Source: an optimization exercise on an open RTL-to-GDS flow (aim: small area, a short achievable clock period and few clock cycles). Production flows keep margins and buffers that such runs may drop. The RTL was checked by simulation tests, not by an equivalence proof against the original design.

## flow/config.mk

```make
export PLATFORM = sky130hd
export DESIGN_NAME = queen_top
export DESIGN_NICKNAME = queen_top
export VERILOG_FILES = /design/flow/design.v
export SDC_FILE = /design/flow/constraint.sdc
export NUM_CORES = 4
export LEC_CHECK = 0
export CAP_MARGIN = 20
export CORE_MARGIN = 2
export CORE_UTILIZATION = 40
export SLEW_MARGIN = 20
```

## flow/constraint.sdc

```tcl
create_clock -name core_clock -period 8.0 [get_ports {clk}]
set_input_delay 1.6000 -clock core_clock [delete_from_list [all_inputs] [get_ports {clk}]]
set_output_delay 1.6000 -clock core_clock [all_outputs]
set_load 0.01 [all_outputs]
```

## flow/design.v

```verilog
package queen_pkg;
    localparam int MAX_BOARD = 16;
    typedef logic [$clog2(MAX_BOARD)-1:0] coord_t;
    typedef logic [MAX_BOARD-1:0] row_mask_t;
    typedef enum logic [2:0] {
        S_IDLE  = 3'd0,
        S_LOAD  = 3'd1,
        S_PLACE = 3'd2,
        S_BACK  = 3'd3,
        S_EMIT  = 3'd4
    } search_state_t;
endpackage
`timescale 1ns/100ps
module queen_input #(
    parameter int BOARD_N = 12
) (
    input  logic                     clk,
    input  logic                     rst_n,
    input  logic                     in_valid,
    input  queen_pkg::coord_t                   row,
    input  queen_pkg::coord_t                   col,
    input  logic                     accepting,
    output queen_pkg::row_mask_t                fixed_mask,
    output logic [BOARD_N-1:0][3:0]     fixed_rows
);
    logic in_valid_q;
    logic wr_en;
    logic first_beat;
    assign wr_en      = in_valid && accepting;
    assign first_beat = wr_en && !in_valid_q;
    always_ff @(posedge clk or negedge rst_n) begin
        if (!rst_n) begin
            in_valid_q <= 1'b0;
            fixed_mask <= '0;
        end else begin
            in_valid_q <= in_valid;
            if (wr_en) begin
                fixed_mask <= (first_beat ? queen_pkg::row_mask_t'('0) : fixed_mask) |
                              (queen_pkg::row_mask_t'(1) << col);
            end
        end
    end
    always_ff @(posedge clk) begin
        if (wr_en) begin
            for (int c = 0; c < BOARD_N; c++) begin
                if (queen_pkg::coord_t'(c) == col) begin
                    fixed_rows[c] <= row;
                end else if (first_beat) begin
                    fixed_rows[c] <= '0;
                end
            end
        end
    end
endmodule
`timescale 1ns/100ps
module queen_attack #(
    parameter int BOARD_N = 12
) (
    input  queen_pkg::coord_t                   col_sel,
    input  logic [BOARD_N-1:0][3:0]     placed_rows,
    input  queen_pkg::row_mask_t                placed_mask,
    output queen_pkg::row_mask_t                free_rows
);
    function automatic logic attacks(
        input queen_pkg::coord_t qr,
        input queen_pkg::coord_t qc,
        input queen_pkg::coord_t r,
        input queen_pkg::coord_t c
    );
        queen_pkg::coord_t dr;
        queen_pkg::coord_t dc;
        dr = (qr > r) ? queen_pkg::coord_t'(qr - r) : queen_pkg::coord_t'(r - qr);
        dc = (qc > c) ? queen_pkg::coord_t'(qc - c) : queen_pkg::coord_t'(c - qc);
        attacks = (qr == r) || (dr == dc);
    endfunction
    always_comb begin
        free_rows = '0;
        for (int r = 0; r < BOARD_N; r++) begin
            free_rows[r] = 1'b1;
            for (int c = 0; c < BOARD_N; c++) begin
                if (placed_mask[c] &&
                    attacks(placed_rows[c], queen_pkg::coord_t'(c), queen_pkg::coord_t'(r), col_sel)) begin
                    free_rows[r] = 1'b0;
                end
            end
        end
    end
endmodule
`timescale 1ns/100ps
module queen_search #(
    parameter int BOARD_N = 12
) (
    input  logic                     clk,
    input  logic                     rst_n,
    input  logic                     in_valid,
    input  queen_pkg::row_mask_t                fixed_mask,
    input  logic [BOARD_N-1:0][3:0]     fixed_rows,
    input  queen_pkg::row_mask_t                free_rows,
    input  logic                     emit_done,
    output logic                     accepting,
    output logic                     busy,
    output queen_pkg::coord_t                   col_sel,
    output logic [BOARD_N-1:0][3:0]     placed_rows,
    output queen_pkg::row_mask_t                placed_mask,
    output logic                     solved,
    output logic                     no_solution
);
    queen_pkg::search_state_t state_q;
    queen_pkg::coord_t        col_q;
    queen_pkg::coord_t        start_q;
    queen_pkg::coord_t        prev_col;
    queen_pkg::row_mask_t     cand_rows;
    queen_pkg::coord_t        pick_row;
    logic          col_fixed;
    logic          last_col;
    logic          place_ok;
    queen_pkg::coord_t        place_row;
    assign col_sel   = col_q;
    assign prev_col  = col_q - queen_pkg::coord_t'(1);
    assign col_fixed = fixed_mask[col_q];
    assign last_col  = (col_q == queen_pkg::coord_t'(BOARD_N - 1));
    assign cand_rows = free_rows & (queen_pkg::row_mask_t'('1) << start_q);
    always_comb begin
        pick_row = '0;
        for (int r = BOARD_N - 1; r >= 0; r--) begin
            if (cand_rows[r]) begin
                pick_row = queen_pkg::coord_t'(r);
            end
        end
    end
    assign place_ok  = col_fixed ? free_rows[fixed_rows[col_q]] : |cand_rows;
    assign place_row = col_fixed ? fixed_rows[col_q] : pick_row;
    assign accepting   = (state_q == queen_pkg::S_IDLE) || (state_q == queen_pkg::S_LOAD);
    assign busy        = (state_q != queen_pkg::S_IDLE);
    assign solved      = (state_q == queen_pkg::S_PLACE) && place_ok && last_col;
    assign no_solution = (state_q == queen_pkg::S_BACK) && (col_q == '0);
    always_ff @(posedge clk or negedge rst_n) begin
        if (!rst_n) begin
            state_q     <= queen_pkg::S_IDLE;
            col_q       <= '0;
            start_q     <= '0;
            placed_mask <= '0;
        end else begin
            case (state_q)
                queen_pkg::S_IDLE: begin
                    if (in_valid) begin
                        state_q <= queen_pkg::S_LOAD;
                    end
                end
                queen_pkg::S_LOAD: begin
                    if (!in_valid) begin
                        state_q     <= queen_pkg::S_PLACE;
                        col_q       <= '0;
                        start_q     <= '0;
                        placed_mask <= '0;
                    end
                end
                queen_pkg::S_PLACE: begin
                    if (place_ok) begin
                        placed_mask[col_q] <= 1'b1;
                        start_q            <= '0;
                        if (last_col) begin
                            state_q <= queen_pkg::S_EMIT;
                        end else begin
                            col_q <= col_q + queen_pkg::coord_t'(1);
                        end
                    end else begin
                        state_q <= queen_pkg::S_BACK;
                    end
                end
                queen_pkg::S_BACK: begin
                    if (col_q == '0) begin
                        state_q <= queen_pkg::S_IDLE;
                    end else begin
                        col_q                 <= prev_col;
                        placed_mask[prev_col] <= 1'b0;
                        if (!fixed_mask[prev_col]) begin
                            start_q <= placed_rows[prev_col] + queen_pkg::coord_t'(1);
                            state_q <= queen_pkg::S_PLACE;
                        end
                    end
                end
                queen_pkg::S_EMIT: begin
                    if (emit_done) begin
                        state_q <= queen_pkg::S_IDLE;
                    end
                end
                default: state_q <= queen_pkg::S_IDLE;
            endcase
        end
    end
    always_ff @(posedge clk) begin
        if (state_q == queen_pkg::S_PLACE && place_ok) begin
            placed_rows[col_q] <= place_row;
        end
    end
endmodule
`timescale 1ns/100ps
module queen_output #(
    parameter int BOARD_N = 12
) (
    input  logic                     clk,
    input  logic                     rst_n,
    input  logic                     solved,
    input  logic [BOARD_N-1:0][3:0]     placed_rows,
    output logic                     out_valid,
    output queen_pkg::coord_t                   out,
    output logic                     emit_done
);
    logic   active_q;
    queen_pkg::coord_t cnt_q;
    always_ff @(posedge clk or negedge rst_n) begin
        if (!rst_n) begin
            active_q <= 1'b0;
            cnt_q    <= '0;
        end else if (solved) begin
            active_q <= 1'b1;
            cnt_q    <= '0;
        end else if (active_q) begin
            if (emit_done) begin
                active_q <= 1'b0;
            end else begin
                cnt_q <= cnt_q + queen_pkg::coord_t'(1);
            end
        end
    end
    assign out_valid = active_q;
    assign out       = active_q ? placed_rows[cnt_q] : '0;
    assign emit_done = active_q && (cnt_q == queen_pkg::coord_t'(BOARD_N - 1));
endmodule
`timescale 1ns/100ps
module queen_top #(
    parameter int BOARD_N = 12
) (
    input  logic   clk,
    input  logic   rst_n,
    input  logic   in_valid,
    input  queen_pkg::coord_t row,
    input  queen_pkg::coord_t col,
    output logic   busy,
    output logic   out_valid,
    output queen_pkg::coord_t out,
    output logic   no_solution
);
    logic                 accepting;
    queen_pkg::row_mask_t            fixed_mask;
    logic [BOARD_N-1:0][3:0] fixed_rows;
    queen_pkg::coord_t               col_sel;
    logic [BOARD_N-1:0][3:0] placed_rows;
    queen_pkg::row_mask_t            placed_mask;
    queen_pkg::row_mask_t            free_rows;
    logic                 solved;
    logic                 emit_done;
    queen_input #(.BOARD_N(BOARD_N)) u_queen_input (
        .clk        (clk),
        .rst_n      (rst_n),
        .in_valid   (in_valid),
        .row        (row),
        .col        (col),
        .accepting  (accepting),
        .fixed_mask (fixed_mask),
        .fixed_rows (fixed_rows)
    );
    queen_attack #(.BOARD_N(BOARD_N)) u_queen_attack (
        .col_sel     (col_sel),
        .placed_rows (placed_rows),
        .placed_mask (placed_mask),
        .free_rows   (free_rows)
    );
    queen_search #(.BOARD_N(BOARD_N)) u_queen_search (
        .clk         (clk),
        .rst_n       (rst_n),
        .in_valid    (in_valid),
        .fixed_mask  (fixed_mask),
        .fixed_rows  (fixed_rows),
        .free_rows   (free_rows),
        .emit_done   (emit_done),
        .accepting   (accepting),
        .busy        (busy),
        .col_sel     (col_sel),
        .placed_rows (placed_rows),
        .placed_mask (placed_mask),
        .solved      (solved),
        .no_solution (no_solution)
    );
    queen_output #(.BOARD_N(BOARD_N)) u_queen_output (
        .clk         (clk),
        .rst_n       (rst_n),
        .solved      (solved),
        .placed_rows (placed_rows),
        .out_valid   (out_valid),
        .out         (out),
        .emit_done   (emit_done)
    );
endmodule
```

## flow/run.sh

```bash
#!/bin/bash
# synth_recipe.tcl (not shown) runs the flow's synth.tcl, then flattens the netlist and writes it again
# the make line also repeats each setting of config.mk as NAME=value (left out here)
make -C /OpenROAD-flow-scripts/flow DESIGN_CONFIG=/design/flow/config.mk WORK_HOME=/design/flow/orfs CLKGATE_MAP_FILE= SYNTH_SCRIPT=/design/flow/synth_recipe.tcl finish
```

==> metrics.csv <==
metric;value;unit
post_synth_instance_area;27610;µm²
finish.utilization;42.45;%
critical-path-top-delay-family;simple AND/OR/NAND/NOR gates;
route.vias.total;28780;
timing_worst_setup_path_type;reg -> reg;
post-synth-top-count-cell;sky130_fd_sc_hd__xnor2_1;
source_to_sink_clock_delay_at_the_later_pin_of_the_worst_skew_pair;0.43;ns
die_area;71150;µm²
initial_drc_count;4325;
design.core.area;68470;µm²
critical_path.startpoint_type;flip-flop;
grt_antenna_before_repair;13;
post_drt_via_cell_ratio;6.653;
cts-root-to-sink-buffers;2;
areaGrowthSynthToFinish;5.247;%
cp-end-kind;flip-flop;
netlist_instances;3589;
worstHoldPathType;reg -> reg;
gr-total-overflow;0;
status;timing/DRC/antenna clean;
drt-total-wl;131700;µm
antenna_left;0;
worst_path_max_delay_cell;sky130_fd_sc_hd__nor4bb_2;
yosys_warnings;4;
grt_util_met1;48.16;%
fin_tns_setup;0;ns
share_of_the_clock_period_used_by_the_worst_path;86.30;%
dieWidth;266.7;µm
detailed_place_hpwl;104600;µm
row_count;96;
first_global_vias;25850;
avgSynthCellArea;7.694;µm²
die_y;266.7;µm
weighted_congestion_at_the_end_of_routability_driven_global_placement;1.171;
gr-usage-all-layers;36.01;%
layout.filler_cells;7065;
cts_hold_repair.buffers;0;
htreeDepth;4;
crit_path_cell_trace;inv_2 > ha_1 > mux2i_1 > mux2i_1 > buf_4 > xnor2_1 > nor4bb_2 > a32oi_1 > o311ai_1 > or4_1 > nor3_1 > a2111o_1 > o21ai_1 > a22oi_1 > nor2_1 > a32o_1;
yosys_register_bits;141;
tritoncts.num_buffers;17;
post_cts_buffers;0;
ys_async_sr_fraction;31.91;%
numClockSinks;141;
yosysSeqAreaShare;14.52;%
synthDistinctLibCells;121;
met2_routing_resource_usage_after_global_routing;51.82;%
pin_count_of_the_biggest_net_entering_global_routing;57;
grt_first_pass_wirelength;187700;µm
clock_skew;0.008946;ns
netlist.area_leader.share;10.44;%
worstPathBufferInverterCount;2;
synth_top_area_cell;sky130_fd_sc_hd__edfxtp_1;
critPathMostFrequentCell;sky130_fd_sc_hd__mux2i_1;
tritoncts;yes;
synth-edff-count;96;
synth.top_cells.by_area;sky130_fd_sc_hd__edfxtp_1, sky130_fd_sc_hd__xnor2_1, sky130_fd_sc_hd__ha_1, sky130_fd_sc_hd__a21oi_1, sky130_fd_sc_hd__dfrtp_1;
synthFlopType;sky130_fd_sc_hd__edfxtp_1;
finish.net_count;3630;
upper_clock_frequency_limit;0.1448;GHz
crit_fanout;16;
layout_min_cycle_time;6.904;ns
post-route-drc-count;0;
top_usage_layer;met2;
post_cts.resized_instances;0;
worst_ep_required_time;8.29;ns
met3_usage;8.645;%
arrival;7.19;ns
worst_setup_hold_path_clk_slew;0.06;ns
slowest_delay;0.97;ns
timing.final.max_slew_violations;0;
setup_repair_after_global_routing_missed_its_margin;no;
final-setup-viol-count;0;
synth_top_cells_by_count;sky130_fd_sc_hd__xnor2_1, sky130_fd_sc_hd__nand2_1, sky130_fd_sc_hd__a21oi_1, sky130_fd_sc_hd__clkbuf_1, sky130_fd_sc_hd__o21ai_0;
max_cap_violations;0;
max-slew-margin-rel;14.80;%
post_route_cells_drive_above_1_share;7.907;%
top_level_ports;18;
drt_pre_antenna_iters;8;
total_of_buffers_placed_on_input_and_output_ports;17;
transition_time_at_the_pin_with_the_least_slew_margin;1.267;ns
floorplan.initialDensity;40.33;%
root_buffer;sky130_fd_sc_hd__clkbuf_16;
report.final.hold_viol_count;0;
wl_per_cell;30.45;µm
postSynthNetCount;3792;
==> worst register-to-register path: cells and delay by family, from the launching register on <==
kind,cells,cell delay (ns)
XOR/XNOR,1,0.15
adder cells (fa/ha/maj),1,0.68
buffers and inverters,2,0.64
multiplexers,2,0.87
AO/OA/AOI/OAI,6,1.92
flip-flops,1,0.42
AND/OR/NAND/NOR,4,2.12
==> cell usage in the layout (no fill, tap or decap), types with 26 or more instances in the layout <==
cell type,n
sky130_fd_sc_hd__xnor2_1,321
sky130_fd_sc_hd__nand2_1,295
sky130_fd_sc_hd__a21oi_1,269
sky130_fd_sc_hd__o21ai_0,208
sky130_fd_sc_hd__nor2_1,202
sky130_fd_sc_hd__ha_1,192
sky130_fd_sc_hd__nand3_1,179
sky130_fd_sc_hd__inv_1,112
sky130_fd_sc_hd__mux2i_1,109
sky130_fd_sc_hd__xor2_1,102
sky130_fd_sc_hd__buf_4,100
sky130_fd_sc_hd__edfxtp_1,96
sky130_fd_sc_hd__nor3_1,85
sky130_fd_sc_hd__and2_1,82
sky130_fd_sc_hd__nor2b_1,76
sky130_fd_sc_hd__nand2b_1,65
sky130_fd_sc_hd__nand4_1,58
sky130_fd_sc_hd__mux4_2,45
sky130_fd_sc_hd__a211oi_1,41
sky130_fd_sc_hd__dfrtp_1,41
sky130_fd_sc_hd__nor4_1,37
sky130_fd_sc_hd__o22ai_1,36
sky130_fd_sc_hd__and3_1,33
sky130_fd_sc_hd__a21o_1,29
sky130_fd_sc_hd__a22oi_1,28
sky130_fd_sc_hd__a31oi_1,28
sky130_fd_sc_hd__a32o_1,27
sky130_fd_sc_hd__o211ai_1,26
==> flip-flops by register name, indices dropped and copies added, names as in the netlist <==
| register | flops |
|---|---|
| u_queen_input.fixed_mask | 16 |
| u_queen_search.state_q | 3 |
| u_queen_input.in_valid_q | 1 |
| u_queen_search.start_q | 4 |
| u_queen_search.placed_rows | 48 |
| u_queen_output.active_q | 1 |
| u_queen_input.fixed_rows | 48 |
| u_queen_search.placed_mask | 12 |
| u_queen_search.col_q | 4 |
| u_queen_output.cnt_q | 4 |
==> final cells by class <==
type | instances | area, µm² | area share [%]
multi-input combinational | 3023 | 21930 | 75.45
sequential | 141 | 4016 | 13.82
tap | 882 | 1104 | 3.797
timing repair buffer | 118 | 935.9 | 3.220
inverter | 126 | 473.0 | 1.627
clock buffer | 20 | 436.7 | 1.503
clock inverter | 12 | 160.2 | 0.5511
antenna | 4 | 10.01 | 0.03444
==> routing by layer <==
metal	wire length (µm)	part of all wire, %
met5	55	0.042
met4	9922	7.5
met3	14410	11
met2	54140	41
met1	53190	40
==> per-stage QoR <==
stage / hold WS, ns / worst slack (ns) / std cells / cell area (µm²)
2_1_floorplan: 0.4599 / 1.235 / 3589 / 27610
3_3_place_gp: 0.4834 / 1.090 / 4289 / 28410
3_5_place_dp: 0.4947 / 1.442 / 4290 / 28440
4_1_cts: 0.5077 / 1.421 / 4322 / 29040
5_1_grt: 0.5258 / 1.011 / 4322 / 29050
6_report: 0.5084 / 1.096 / 4326 / 29060
==> cell families after synthesis <==
kind of cell	count (synthesis)	synth area share, %
XOR/XNOR	454	15.65
buffers and inverters	425	6.353
AND/OR/NAND/NOR	1265	23.91
flip-flops	141	14.52
adder cells (fa/ha/maj)	192	8.700
AO/OA/AOI/OAI	948	22.77
multiplexers	164	8.097
==> worst paths after layout <==
path,start,endpoint,slack [ns],cells after the start
hold reg to reg,u_queen_input.fixed_mask[14]$_DFFE_PN0P_,u_queen_input.fixed_mask[14]$_DFFE_PN0P_,0.51,2
max in group asynchronous,rst_n,u_queen_search.col_q[0]$_DFFE_PN0P_,6.22,2
hold / removal,u_queen_input.fixed_mask[14]$_DFFE_PN0P_,u_queen_input.fixed_mask[14]$_DFFE_PN0P_,0.51,2
min in group asynchronous,rst_n,u_queen_input.in_valid_q$_DFF_PN0_,1.27,2
setup / recovery,u_queen_search.col_q[2]$_DFFE_PN0P_,u_queen_search.placed_rows[35]$_DFFE_PP_,1.10,16
setup reg to reg,u_queen_search.col_q[2]$_DFFE_PN0P_,u_queen_search.placed_rows[35]$_DFFE_PP_,1.10,16
Testbench counts, summed over its fixed seeds: cycles 1,124,325.

-- port drivers added, routing unchanged --
The flow's constraints put no driver on any port. The routed layout listed below was extracted and timed again, unchanged, in two steps.
Step 1 assumes that a clkbuf_16 drives the clock port and a buf_2 every other input.
Step 2 times the ports against the registers' clock, not the clock port: input delays grow and output delays shrink by t, the midpoint of the rising clock arrivals with the driver on.
a / b / c = ideal ports / drivers / drivers and shift; a / b = the first two.
t, ns: 0.472
setup slack, ns: 1.096 / 1.096 / 1.096
latest minus earliest clock arrival (ns): 0.009 / 0.009
After both steps setup and hold are still met in this run. The setup slack of this run moves by 0.000 ns with the drivers and by 0.000 ns with both steps.
